Context: an optimization exercise on an open-source flow, tuned for small area. The choices shown serve that exercise and are no tape-out recipe. In this exercise RTL edits were held to simulation tests only and were not proved equivalent to the original. The flow treats the clock pin as an ideal source. Dropping or thinning the clock tree relies on that and would not hold on a real chip. Power is estimated from default activity; no workload was simulated.

==> wip/willow <==
Design rb_window_stream, start of the top module:
module rb_window_stream #(
    parameter int PIXEL_WIDTH = 8,
    parameter int K           = 3,
    parameter int IMG_WIDTH   = 128,
    parameter int IMG_HEIGHT  = 128
) (
    input  logic                                 clk,
    input  logic                                 rst,
    input  logic                                 in_valid,
    output logic                                 in_ready,
    input  logic [PIXEL_WIDTH-1:0]               in_pixel,
    input  logic                                 in_sof,
    output logic                                 out_valid,
    input  logic                                 out_ready,
    output logic [K*PIXEL_WIDTH-1:0]             out_col,
    output logic [$clog2(IMG_WIDTH)-1:0]         out_x,
    output logic [$clog2(IMG_HEIGHT)-1:0]        out_y,
    output logic                                 out_eof
);
clock: 5.0 ns
lec_check: 0
cap_margin: 20
core_margin: 2
core_utilization: 70
slew_margin: 20
standard.sh (not shown) runs the stock make flow with config.mk's settings and CLKGATE_MAP_FILE= SYNTH_SCRIPT=/design/flow/synth_recipe.tcl, a recipe that flattens the netlist after the stock synthesis.
==> flow/flow/run.sh <==
#!/bin/bash
# Standard layout, with the clock tree built from fewer, larger sink clusters and
# without dummy loads.
set -euo pipefail
export CTS_ARGS="-sink_clustering_enable -repair_clock_nets -sink_clustering_size 40 -sink_clustering_max_diameter 55 -buf_list sky130_fd_sc_hd__clkbuf_16 -dont_use_dummy_load"
bash standard.sh > standard.log 2>&1
==> inputs of wip/delta, as changes to wip/willow <==
==> flow/run.sh (new file) <==
#!/bin/bash
# synth_recipe.tcl (not shown) runs the flow's synth.tcl, then flattens the netlist and writes it again
# the make line also repeats each setting of config.mk as NAME=value (left out here)
make -C /OpenROAD-flow-scripts/flow DESIGN_CONFIG=/design/flow/config.mk WORK_HOME=/design/flow/orfs CLKGATE_MAP_FILE= SYNTH_SCRIPT=/design/flow/synth_recipe.tcl finish
--- a/flow/config.mk
+++ b/flow/config.mk
@@ -9,3 +9,3 @@
 export CORE_MARGIN = 2
-export CORE_UTILIZATION = 70
+export CORE_UTILIZATION = 40
 export SLEW_MARGIN = 20
removed: flow/flow/run.sh
removed: flow/standard.sh
==> out/summary.txt <==
CP arrival -> 4.13 ns
CP max stage delay -> 0.84 ns
Core area -> 0.156 mm^2
Outcome -> no timing/DRC/antenna violations
Clock Buffer Count -> 228
Sw Share -> 0.192
Final core occ -> 0.465
Clock Skews -> 0.0264 ns
Fmax -> 0.268 GHz
# the run above: wip/delta

==> out/summary.txt <==
Simple-Gate Fraction of Synth Area -> 0.00344
Sw Share -> 0.180
Comb pwr -> 0.518 mW
Fin. Hold Viols -> 0
Outcome -> no timing/DRC/antenna violations
CP max stage delay -> 0.55 ns
CP arrival -> 2.61 ns
Top Metal Used -> met4
Multiplexer share of the synthesized area -> 0.000159
IO Count -> 54
Clock Skews -> 0.0446 ns
Final setup margin -> 1.39 ns
Post-Synth Adder-Cell Area -> 0.000596
Fmax -> 0.277 GHz
# the run above: wip/willow


========
==> inputs of 09-28 <==
Starting RTL as in the previous note.
## rb_window_stream
module rb_window_stream #(
    parameter int PIXEL_WIDTH = 8,
    parameter int K           = 3,
    parameter int IMG_WIDTH   = 128,
    parameter int IMG_HEIGHT  = 128
) (
    input  logic                                 clk,
    input  logic                                 rst,
    input  logic                                 in_valid,
    output logic                                 in_ready,
    input  logic [PIXEL_WIDTH-1:0]               in_pixel,
    input  logic                                 in_sof,
    output logic                                 out_valid,
    input  logic                                 out_ready,
    output logic [K*PIXEL_WIDTH-1:0]             out_col,
    output logic [$clog2(IMG_WIDTH)-1:0]         out_x,
    output logic [$clog2(IMG_HEIGHT)-1:0]        out_y,
    output logic                                 out_eof
);
Settings: LEC_CHECK=0, ABC_AREA=1, CAP_MARGIN=20, CORE_MARGIN=2, CORE_UTILIZATION=75, SLEW_MARGIN=20; clock period 5.0 ns.
==> flow/flow/run.sh <==
#!/bin/bash
# Standard layout, except: the clock tree is built by hand as 96 balanced leaf
# clusters under 12 mid-level buffers and one root buffer (flow/cts_hook.tcl),
# each port gets the smallest buffer, and placement's buffering is kept to the
# smaller buffers.
set -euo pipefail
export PRE_CTS_TCL="$PWD/flow/cts_hook.tcl"
export BUFFER_PORTS_ARGS="-buffer_cell sky130_fd_sc_hd__buf_1"
export PRE_GLOBAL_PLACE_TCL="$PWD/flow/small_bufs.tcl"
bash standard.sh > standard.log 2>&1
==> flow/flow/clock_tree.tcl <==
# Builds the clock tree by hand: the flip-flops are split by recursive
# bisection into equal-sized leaf clusters, each driven by a clock buffer at
# its centre; the buffers of each level are grouped the same way under the
# next level's buffers, and one root buffer on the clock port drives the top.
proc ct_split {items n} {
  # items: list of {iterm x y}; returns n groups of near-equal size, split
  # recursively across the wider side of their bounding box
  if {$n <= 1} { return [list $items] }
  set xs [lmap e $items {lindex $e 1}]; set ys [lmap e $items {lindex $e 2}]
  set dx [expr {[tcl::mathfunc::max {*}$xs] - [tcl::mathfunc::min {*}$xs]}]
  set dy [expr {[tcl::mathfunc::max {*}$ys] - [tcl::mathfunc::min {*}$ys]}]
  set k [expr {$dx >= $dy ? 1 : 2}]
  set s [lsort -real -index $k $items]
  set n1 [expr {$n / 2}]
  set h [expr {([llength $s] * $n1 + $n / 2) / $n}]
  return [concat [ct_split [lrange $s 0 [expr {$h-1}]] $n1] [ct_split [lrange $s $h end] [expr {$n - $n1}]]]
}

# Drive each group of a level from a new buffer at the group's centre; returns
# the new buffers' inputs as the next level's items.
proc ct_level {groups master prefix} {
  set block [ord::get_db_block]
  set m [[ord::get_db] findMaster $master]
  set next {}
  set i 0
  foreach g $groups {
    set net [odb::dbNet_create $block "${prefix}_${i}_clk"]
    $net setSigType CLOCK
    set buf [odb::dbInst_create $block $m "${prefix}_${i}"]
    foreach e $g {
      set it [lindex $e 0]
      if {[$it getNet] ne "NULL"} { $it disconnect }
      $it connect $net
    }
    [$buf findITerm X] connect $net
    set sx 0; set sy 0
    foreach e $g { set sx [expr {$sx + [lindex $e 1]}]; set sy [expr {$sy + [lindex $e 2]}] }
    set cx [expr {int($sx / [llength $g])}]; set cy [expr {int($sy / [llength $g])}]
    $buf setLocation $cx $cy
    $buf setPlacementStatus PLACED
    lappend next [list [$buf findITerm A] $cx $cy]
    incr i
  }
  return $next
}

# levels: list of {count master}, from the leaves up; the last level should
# have count 1 (the root buffer), whose input goes on the clock net.
proc ct_build {clk_net_name levels} {
  set block [ord::get_db_block]
  set clknet [$block findNet $clk_net_name]
  set items {}
  foreach it [$clknet getITerms] {
    set inst [$it getInst]
    if {[[$inst getMaster] isSequential]} {
      set b [$inst getBBox]
      lappend items [list $it [expr {([$b xMin]+[$b xMax])/2}] [expr {([$b yMin]+[$b yMax])/2}]]
    }
  }
  puts "clock tree: [llength $items] flip-flops"
  set li 0
  foreach lv $levels {
    lassign $lv n master
    set items [ct_level [ct_split $items $n] $master "ct_l${li}"]
    puts "clock tree: level $li, [llength $items] x $master"
    incr li
  }
  foreach e $items { [lindex $e 0] connect $clknet }
}

# Swap each buffer of a level whose worst flip-flop clock-pin slew (estimated
# from placement) is over limit_ps for a stronger master.
proc ct_upsize {prefix limit_ps master} {
  set block [ord::get_db_block]
  set m [[ord::get_db] findMaster $master]
  set_propagated_clock [all_clocks]
  estimate_parasitics -placement
  worst_slack -max
  set n 0
  foreach inst [$block getInsts] {
    if {![string match "${prefix}_*" [$inst getName]]} { continue }
    set net [[$inst findITerm X] getNet]
    set worst 0
    foreach p [get_pins -of_objects [get_nets [$net getName]] -filter "direction == input"] {
      foreach a {slew_max_rise slew_max_fall} {
        set s [expr {[sta::time_ui_sta [get_property $p $a]] * 1e12}]
        if {$s > $worst} { set worst $s }
      }
    }
    if {$worst > $limit_ps} { $inst swapMaster $m; incr n }
  }
  puts "clock tree: $n of level $prefix swapped to $master"
}
==> flow/flow/cts_hook.tcl <==
# Runs before clock_tree_synthesis in ORFS's cts.tcl: builds the clock tree by
# hand (flow/clock_tree.tcl) and turns the CTS call that follows into a no-op;
# the rest of the CTS step (legalisation, timing repair) runs as usual.
source [file join [file dirname [info script]] clock_tree.tcl]
ct_build clk {{104 sky130_fd_sc_hd__clkbuf_8} {13 sky130_fd_sc_hd__clkbuf_8} {1 sky130_fd_sc_hd__clkbuf_16}}
set_propagated_clock [all_clocks]
rename clock_tree_synthesis ""
proc clock_tree_synthesis {args} { puts "clock_tree_synthesis skipped: tree built by flow/clock_tree.tcl" }
Other scripts of this flow, unchanged in this note and not shown: flow/flow/small_bufs.tcl
==> 08-07: changes against 09-28 <==
==> flow/flow/run.sh (replaced) <==
#!/bin/bash
# Standard layout, with the clock tree built from fewer, larger sink clusters and
# without dummy loads, the smallest buffer on each port, and placement's
# buffering kept to the smaller buffers.
set -euo pipefail
export CTS_ARGS="-sink_clustering_enable -repair_clock_nets -sink_clustering_size 30 -sink_clustering_max_diameter 100 -buf_list sky130_fd_sc_hd__clkbuf_16 -dont_use_dummy_load"
export BUFFER_PORTS_ARGS="-buffer_cell sky130_fd_sc_hd__buf_1"
export PRE_GLOBAL_PLACE_TCL="$PWD/flow/small_bufs.tcl"
bash standard.sh > standard.log 2>&1
Settings changed: ABC_AREA 1 to default.
removed: flow/flow/clock_tree.tcl
removed: flow/flow/cts_hook.tcl
==> summary.txt <==
Between 09-28 and 08-07, the lower register-to-register slack is in 08-07 (gap 40 ps). Die area is about the same in 09-28 and 08-07. Of 08-07 and 09-28, 08-07 has the higher maximum frequency (gap 3.5%, measured against 09-28). Via count: 08-07 is smaller than 09-28 (about 0.7%). Flip-flop and latch count is the same in 08-07 and 09-28. In 09-28 the clock skew is lower than in 08-07, by 5.2 ps. Sequential power is about the same in 08-07 and 09-28.
==> figures <==
Leakage power: 09-28 15.6 nW; 08-07 15.7 nW
Clock latency reported for the late side of the worst-skew pair: 09-28 720 ps; 08-07 670 ps
Part of the Yosys area used for sequential elements: 09-28 98.9%; 08-07 99.0%
Worst slack after detailed placement: 09-28 1740 ps; 08-07 1770 ps
Vertical die dimension: 09-28 294 um; 08-07 294 um
Post-Synth XOR/XNOR Area: 09-28 0.0139%; 08-07 0%
Overall Power: 09-28 26.3 mW; 08-07 27.1 mW
Multi-input gate area in the final layout: 09-28 566 sq um; 08-07 537 sq um
Relative contribution of combinational cells to total power: 09-28 2.0%; 08-07 1.8%
Final Net Count: 09-28 2457; 08-07 2400
Sequential cell fraction of total power: 09-28 73.7%; 08-07 71.5%
Layout cells sized above 1: 09-28 6.93%; 08-07 6.63%
Status: 09-28 finished clean; 08-07 finished clean
Non-clock inverter instance count of the final layout: 09-28 20; 08-07 9
Critical path buffers and inverters: 09-28 1; 08-07 2
Clock-pin transition on the worst setup and hold timing paths: 09-28 120 ps; 08-07 110 ps
In 09-28 the design's own scripts or RTL, not TritonCTS, make the clock network.

what the ideal ports hide:
Ports are ideal in the flow. The routed layouts listed here were re-timed in OpenROAD.
Step 1 sets driving cells, clkbuf_16 on the clock port and buf_2 on the other inputs (assumed; they add their load-dependent delay and slew).
Step 2 times the ports against the registers' clock, not the clock port: input delays grow and output delays shrink by t, the midpoint of the rising clock arrivals with the driver on.
a / b / c = ideal ports / drivers / drivers and shift; a / b = the first two.
run	t (ns)	setup slack, ns	worst register clock-pin slew, ns	cell pins on the clock port's net
wip/willow	0.776	1.385 / 1.318 / 1.352	0.11 / 0.11	1
wip/delta	0.840	1.269 / 1.228 / 0.583	0.07 / 0.07	1
09-28	0.772	1.685 / 1.615 / 1.749	0.12 / 0.12	1
08-07	0.707	1.799 / 1.736 / 1.837	0.11 / 0.11	1
After both steps every run listed still meets setup and hold. The setup slack of wip/delta, which loses most, moves by -0.041 ns with the drivers and by -0.686 ns with both steps.
